This is an optimization exercise on Yosys and OpenROAD, whose aim is small area and a short achievable clock period, not a production implementation. Function was checked by simulation only, so behaviour that the tests miss may differ from the original. The clock input has no modelled driver; a real chip could not lean on it and would need a root buffer or a full tree.

build 52:
==> flow/design.v (excerpt) <==
module mul_pipe (
    input  logic        clk,
    input  logic        reset_n,
    input  logic        valid_i,
    input  logic [2:0]  funct3_i,
    input  logic [31:0] op1_data_i,
    input  logic [31:0] op2_data_i,
    input  logic [4:0]  rd_i,
    input  logic        ctrl_reg_write_i,
    input  logic        flush_i,
    output logic        valid_result_o,
    output logic [31:0] result_o,
    output logic [4:0]  rd_o,
    output logic        ctrl_reg_write_o,
    output logic        op_ending_o,
    output logic        busy_o,
    output logic        unsupported_o
);
For scale: ~2900 cells after synthesis, about 120 I/O pins, about 28000 um2 of cells after synthesis.
==> flow/config.mk <==
export PLATFORM = sky130hd
export DESIGN_NAME = mul_pipe
export DESIGN_NICKNAME = mul_pipe
export VERILOG_FILES = /design/flow/design.v
export SDC_FILE = /design/flow/constraint.sdc
export NUM_CORES = 4
export LEC_CHECK = 0
export ABC_AREA = 1
export CAP_MARGIN = 20
export CORE_MARGIN = 2
export CORE_UTILIZATION = 40
export HOLD_SLACK_MARGIN = 0.15
export SETUP_SLACK_MARGIN = 5
export SLEW_MARGIN = 20
==> flow/constraint.sdc <==
create_clock -name core_clock -period 10.0 [get_ports {clk}]
set_input_delay 2.0000 -clock core_clock [delete_from_list [all_inputs] [get_ports {clk}]]
set_output_delay 2.0000 -clock core_clock [all_outputs]
set_load 0.01 [all_outputs]
standard.sh (not shown) runs the stock make flow with config.mk's settings and CLKGATE_MAP_FILE= SYNTH_SCRIPT=/design/flow/synth_recipe.tcl, a recipe that flattens the netlist after the stock synthesis.
==> flow/flow/run.sh <==
#!/bin/bash
# Own layout flow: the standard flow with these changes.
#  1. Synthesis: ORFS's synth.tcl, but Yosys's generic ABC pass before adder
#     extraction is skipped and only full adders are extracted, so the
#     design's explicit full adders map to full-adder cells without inverters.
#     The registers are exactly those of the standard synthesis.
#  2. After CTS (POST_CTS_TCL hook), the clock of the internal E1 pipeline
#     registers is delayed (useful skew between internal registers only) and
#     setup and hold are repaired there, since CTS's own repair is skipped.
#  3. Port buffers are the smallest buffer; the clock tree uses clkbuf_8 and
#     no dummy loads.
#  4. Timing repair aims at a shorter period than the constraint (setup margin).
# Each tool's output goes to a log file in the work folder.
set -euo pipefail
W=$PWD
# the modified synthesis script
sed -e 's|synth -top $::env(DESIGN_NAME) -run fine: {\*}$synth_full_args|synth -top $::env(DESIGN_NAME) -run fine: -noabc {*}$synth_full_args|' \
    -e 's|extract_fa {\*}\[dont_use_extract_fa_args\]|extract_fa -fa|' \
    "$FLOW_HOME/scripts/synth.tcl" > "$W/own_synth.tcl"
grep -q -- '-run fine: -noabc' "$W/own_synth.tcl"
grep -q -- 'extract_fa -fa' "$W/own_synth.tcl"
sed -e "s|source \$::env(SCRIPTS_DIR)/synth.tcl|source $W/own_synth.tcl|" synth_recipe.tcl > "$W/own_synth_recipe.tcl"
grep -q "own_synth.tcl" "$W/own_synth_recipe.tcl"
sed -e "s|SYNTH_SCRIPT=[^ ]*|SYNTH_SCRIPT=$W/own_synth_recipe.tcl|" standard.sh > "$W/own_standard.sh"
grep -q "own_synth_recipe.tcl" "$W/own_standard.sh"
# repair aims at a period well below the 10 ns constraint (setup margin)
EXTRA=("SETUP_SLACK_MARGIN=5.8")
# smallest buffers on the ports (timing repair upsizes where needed), and a
# clock tree of smaller buffers without dummy loads
EXTRA+=("BUFFER_PORTS_ARGS=-buffer_cell sky130_fd_sc_hd__buf_1")
EXTRA+=("CTS_ARGS=-sink_clustering_enable -repair_clock_nets -dont_use_dummy_load -buf_list sky130_fd_sc_hd__clkbuf_8 -sink_clustering_size 16 -sink_clustering_max_diameter 80")
if [[ -f "$W/flow/skew.tcl" ]]; then
  EXTRA+=("POST_CTS_TCL=$W/flow/skew.tcl" "SKIP_CTS_REPAIR_TIMING=1")
fi
bash "$W/own_standard.sh" "${EXTRA[@]}" finish > "$W/make_flow.log" 2>&1
test -s "$W/out/final.def"
==> flow/flow/skew.tcl <==
# POST_CTS hook: delay the clock of the internal E1 pipeline registers
# (useful skew between internal registers only: E0 -> E1 gets more time,
# E1 -> E2 less). E1 registers are neither fed by inputs nor drive outputs.
# The E1 registers get a clock subtree of their own: from the root clock net
# a chain of delay cells drives a trunk buffer, which drives one clock buffer
# per cluster of E1 registers. Then setup and hold are repaired.
set skew_pattern {^(s1_q|c1_q|ci1_q)(\\?\[|\$)}
set dly_chain {sky130_fd_sc_hd__clkdlybuf4s50_1 sky130_fd_sc_hd__clkdlybuf4s50_1 sky130_fd_sc_hd__clkdlybuf4s25_1}
set per_cluster 9
set buf_master_name sky130_fd_sc_hd__clkbuf_8

set db [ord::get_db]
set block [ord::get_db_block]
set buf_master [$db findMaster $buf_master_name]

# the root clock net: output of the buffer the clock port drives
set port_net [$block findNet clk]
set root_net ""
foreach it [$port_net getITerms] {
  if { [$it isInputSignal] } {
    set rinst [$it getInst]
    foreach ot [$rinst getITerms] {
      if { [$ot isOutputSignal] } { set root_net [$ot getNet] }
    }
  }
}
if { $root_net == "" } { error "skew: root clock net not found" }
puts "skew: root clock net [$root_net getName]"

set regs {}
foreach inst [$block getInsts] {
  if { [regexp $skew_pattern [$inst getName]] } { lappend regs $inst }
}
set n [llength $regs]
set k [expr {($n + $per_cluster - 1) / $per_cluster}]
puts "skew: $n registers in $k clusters"

# balanced clusters of at most per_cluster registers: strips by x, then
# groups by y within each strip
set pts {}
foreach inst $regs { lappend pts [$inst getLocation] }
set idx {}
for {set i 0} {$i < $n} {incr i} { lappend idx [list $i [lindex $pts $i 0] [lindex $pts $i 1]] }
set nstrip [expr {int(ceil(sqrt($k)))}]
set byx [lsort -integer -index 1 $idx]
set assign [lrepeat $n 0]
set cent {}
set c 0
for {set s 0} {$s < $nstrip} {incr s} {
  set lo [expr {int($s * $n / $nstrip)}]
  set hi [expr {int(($s + 1) * $n / $nstrip)}]
  set strip [lsort -integer -index 2 [lrange $byx $lo [expr {$hi - 1}]]]
  set m [llength $strip]
  set ng [expr {($m + $per_cluster - 1) / $per_cluster}]
  for {set g 0} {$g < $ng} {incr g} {
    set glo [expr {int($g * $m / $ng)}]
    set ghi [expr {int(($g + 1) * $m / $ng)}]
    set sx 0; set sy 0
    foreach e [lrange $strip $glo [expr {$ghi - 1}]] {
      lset assign [lindex $e 0] $c
      set sx [expr {$sx + [lindex $e 1]}]; set sy [expr {$sy + [lindex $e 2]}]
    }
    set cnt [expr {$ghi - $glo}]
    lappend cent [list [expr {$sx / $cnt}] [expr {$sy / $cnt}]]
    incr c
  }
}
set k $c
puts "skew: $k balanced clusters"
# overall centroid for the chain and trunk
set sx 0; set sy 0
foreach p $pts { set sx [expr {$sx + [lindex $p 0]}]; set sy [expr {$sy + [lindex $p 1]}] }
set gx [expr {$sx / $n}]; set gy [expr {$sy / $n}]

proc mkcell { block master name x y innet } {
  set inst [odb::dbInst_create $block $master $name]
  $inst setLocation $x $y
  $inst setPlacementStatus PLACED
  set out [odb::dbNet_create $block "${name}_net"]
  $out setSigType CLOCK
  [$inst findITerm A] connect $innet
  [$inst findITerm X] connect $out
  return $out
}
set prev $root_net
set i 0
foreach m $dly_chain {
  set prev [mkcell $block [$db findMaster $m] "skew_dly_$i" $gx $gy $prev]
  incr i
}
set trunk [mkcell $block $buf_master "skew_trunk" $gx $gy $prev]
set old_nets {}
for {set c 0} {$c < $k} {incr c} {
  set q [lindex $cent $c]
  set cnet [mkcell $block $buf_master "skew_leaf_$c" [lindex $q 0] [lindex $q 1] $trunk]
  foreach inst $regs a $assign {
    if { $a == $c } {
      set it [$inst findITerm CLK]
      lappend old_nets [$it getNet]
      $it disconnect
      $it connect $cnet
    }
  }
}
# remove clock buffers left without loads
foreach net [lsort -unique $old_nets] {
  if { [llength [$net getITerms]] == 1 } {
    set drv [lindex [$net getITerms] 0]
    set binst [$drv getInst]
    puts "skew: removing unloaded clock buffer [$binst getName]"
    odb::dbInst_destroy $binst
    odb::dbNet_destroy $net
  }
}
detailed_placement
estimate_parasitics -placement
report_clock_skew
report_worst_slack -max
report_worst_slack -min
repair_timing -setup -setup_margin $::env(SETUP_SLACK_MARGIN) -verbose
repair_timing -hold -hold_margin 0.2 -verbose
repair_timing -setup -setup_margin $::env(SETUP_SLACK_MARGIN) -verbose
detailed_placement
check_placement -verbose
estimate_parasitics -placement
report_worst_slack -max
report_worst_slack -min
report_checks -path_delay max -group_path_count 3 -format end
report_check_types -max_slew -max_capacitance -violators
Build 52: all stages complete, timing, DRC and antenna checks passed
Input changes introduced in build 7 (baseline for comparison: build 52):
--- a/flow/flow/run.sh
+++ b/flow/flow/run.sh
@@ -26,3 +26,3 @@
 # repair aims at a period well below the 10 ns constraint (setup margin)
-EXTRA=("SETUP_SLACK_MARGIN=5.8")
+EXTRA=("SETUP_SLACK_MARGIN=5.7")
 # smallest buffers on the ports (timing repair upsizes where needed), and a
--- a/flow/flow/skew.tcl
+++ b/flow/flow/skew.tcl
@@ -120,3 +120,3 @@
 repair_timing -setup -setup_margin $::env(SETUP_SLACK_MARGIN) -verbose
-repair_timing -hold -hold_margin 0.2 -verbose
+repair_timing -hold -hold_margin 0.05 -verbose
 repair_timing -setup -setup_margin $::env(SETUP_SLACK_MARGIN) -verbose
--- a/flow/config.mk
+++ b/flow/config.mk
@@ -11,3 +11,2 @@
 export CORE_UTILIZATION = 40
-export HOLD_SLACK_MARGIN = 0.15
 export SETUP_SLACK_MARGIN = 5
- The sole clean run among build 52 and build 7 is build 52.
- Relative to build 52, wire length has gone down in build 7.
- Build 7 vs. build 52: worst-case reg-to-reg path depth went down by 2.
> inputs changed (build 7 -> build 68)
--- a/flow/flow/skew.tcl
+++ b/flow/flow/skew.tcl
@@ -120,3 +120,3 @@
 repair_timing -setup -setup_margin $::env(SETUP_SLACK_MARGIN) -verbose
-repair_timing -hold -hold_margin 0.05 -verbose
+repair_timing -hold -hold_margin 0.2 -verbose
 repair_timing -setup -setup_margin $::env(SETUP_SLACK_MARGIN) -verbose
--- a/flow/config.mk
+++ b/flow/config.mk
@@ -11,2 +11,3 @@
 export CORE_UTILIZATION = 40
+export HOLD_SLACK_MARGIN = 0.15
 export SETUP_SLACK_MARGIN = 5
--- outcome ---
[compare] base=build 7 new=build 68: count of final hold-check violations decreased 2; net total in the final layout increased about 0.46%; first-iteration DRC count increased about 2%. Build 68 completed end to end with timing, DRC and antenna clean. Final checks on build 7, whose flow otherwise completed, came back failing, citing hold timing. Compare build 68 and build 7 | sum of routed wire length over all layers higher: build 68. Build 68 vs build 7 — post-detailed-route via-to-cell ratio rose 0.018. Build 68 and build 7 ended up with nearly the same filler cell count in the final layout.
Here is what was changed in the inputs of build 20 compared with build 68.
--- a/flow/flow/run.sh
+++ b/flow/flow/run.sh
@@ -30,3 +30,3 @@
 EXTRA+=("BUFFER_PORTS_ARGS=-buffer_cell sky130_fd_sc_hd__buf_1")
-EXTRA+=("CTS_ARGS=-sink_clustering_enable -repair_clock_nets -dont_use_dummy_load -buf_list sky130_fd_sc_hd__clkbuf_8 -sink_clustering_size 16 -sink_clustering_max_diameter 80")
+EXTRA+=("CTS_ARGS=-sink_clustering_enable -repair_clock_nets -dont_use_dummy_load -buf_list sky130_fd_sc_hd__clkbuf_8")
 if [[ -f "$W/flow/skew.tcl" ]]; then
- Between build 68 and build 20, the detail-routed net length per standard cell is lower for build 20.
- Across both runs, fraction of final layout cells sized beyond drive strength 1 was higher for build 20 than for build 68.
- Per the comparison of build 20 with build 68, total wire length did not really move; total instance count after detailed placement did not really move.

separate check: timing with driven ports:
The flow's constraints put no driver on any port. The routed layouts listed below were extracted and timed again, unchanged, in two steps.
Step 1, drivers: a clkbuf_16 drives clk and a buf_2 each remaining input, both assumed.
Step 2, shift: input delay + t, output delay - t, t = (earliest + latest rising clock arrival at the registers) / 2. This alone moves slack from input paths to output paths.
Three values: no drivers, after step 1, after step 2; two values: the first two.
run	shift t [ns]	setup slack, ns	hold slack, ns	worst setup path at the end	latest minus earliest clock arrival (ns)	slew at the worst register clock pin (ns)	worst data-port slew with drivers (ns)
build 52	1.313	5.713 / 5.673 / 5.673	0.094 / 0.094 / 0.094	input to output	1.314 / 1.314	0.11 / 0.11	0.05
build 7	1.308	5.723 / 5.684 / 5.684	-0.062 / -0.062 / -0.062	input to output	1.273 / 1.273	0.11 / 0.11	0.06
build 68	1.296	5.723 / 5.684 / 5.684	0.125 / 0.125 / 0.125	input to output	1.317 / 1.317	0.11 / 0.11	0.06
build 20	1.337	5.723 / 5.684 / 5.684	0.152 / 0.152 / 0.152	input to output	1.369 / 1.369	0.11 / 0.11	0.06
In every run listed the clock reaches the registers at very different times; t lies between them, and the last value is a rough guide only. For build 52, which loses most, drivers alone change the setup slack by -0.040 ns; drivers and shift together by -0.040 ns.
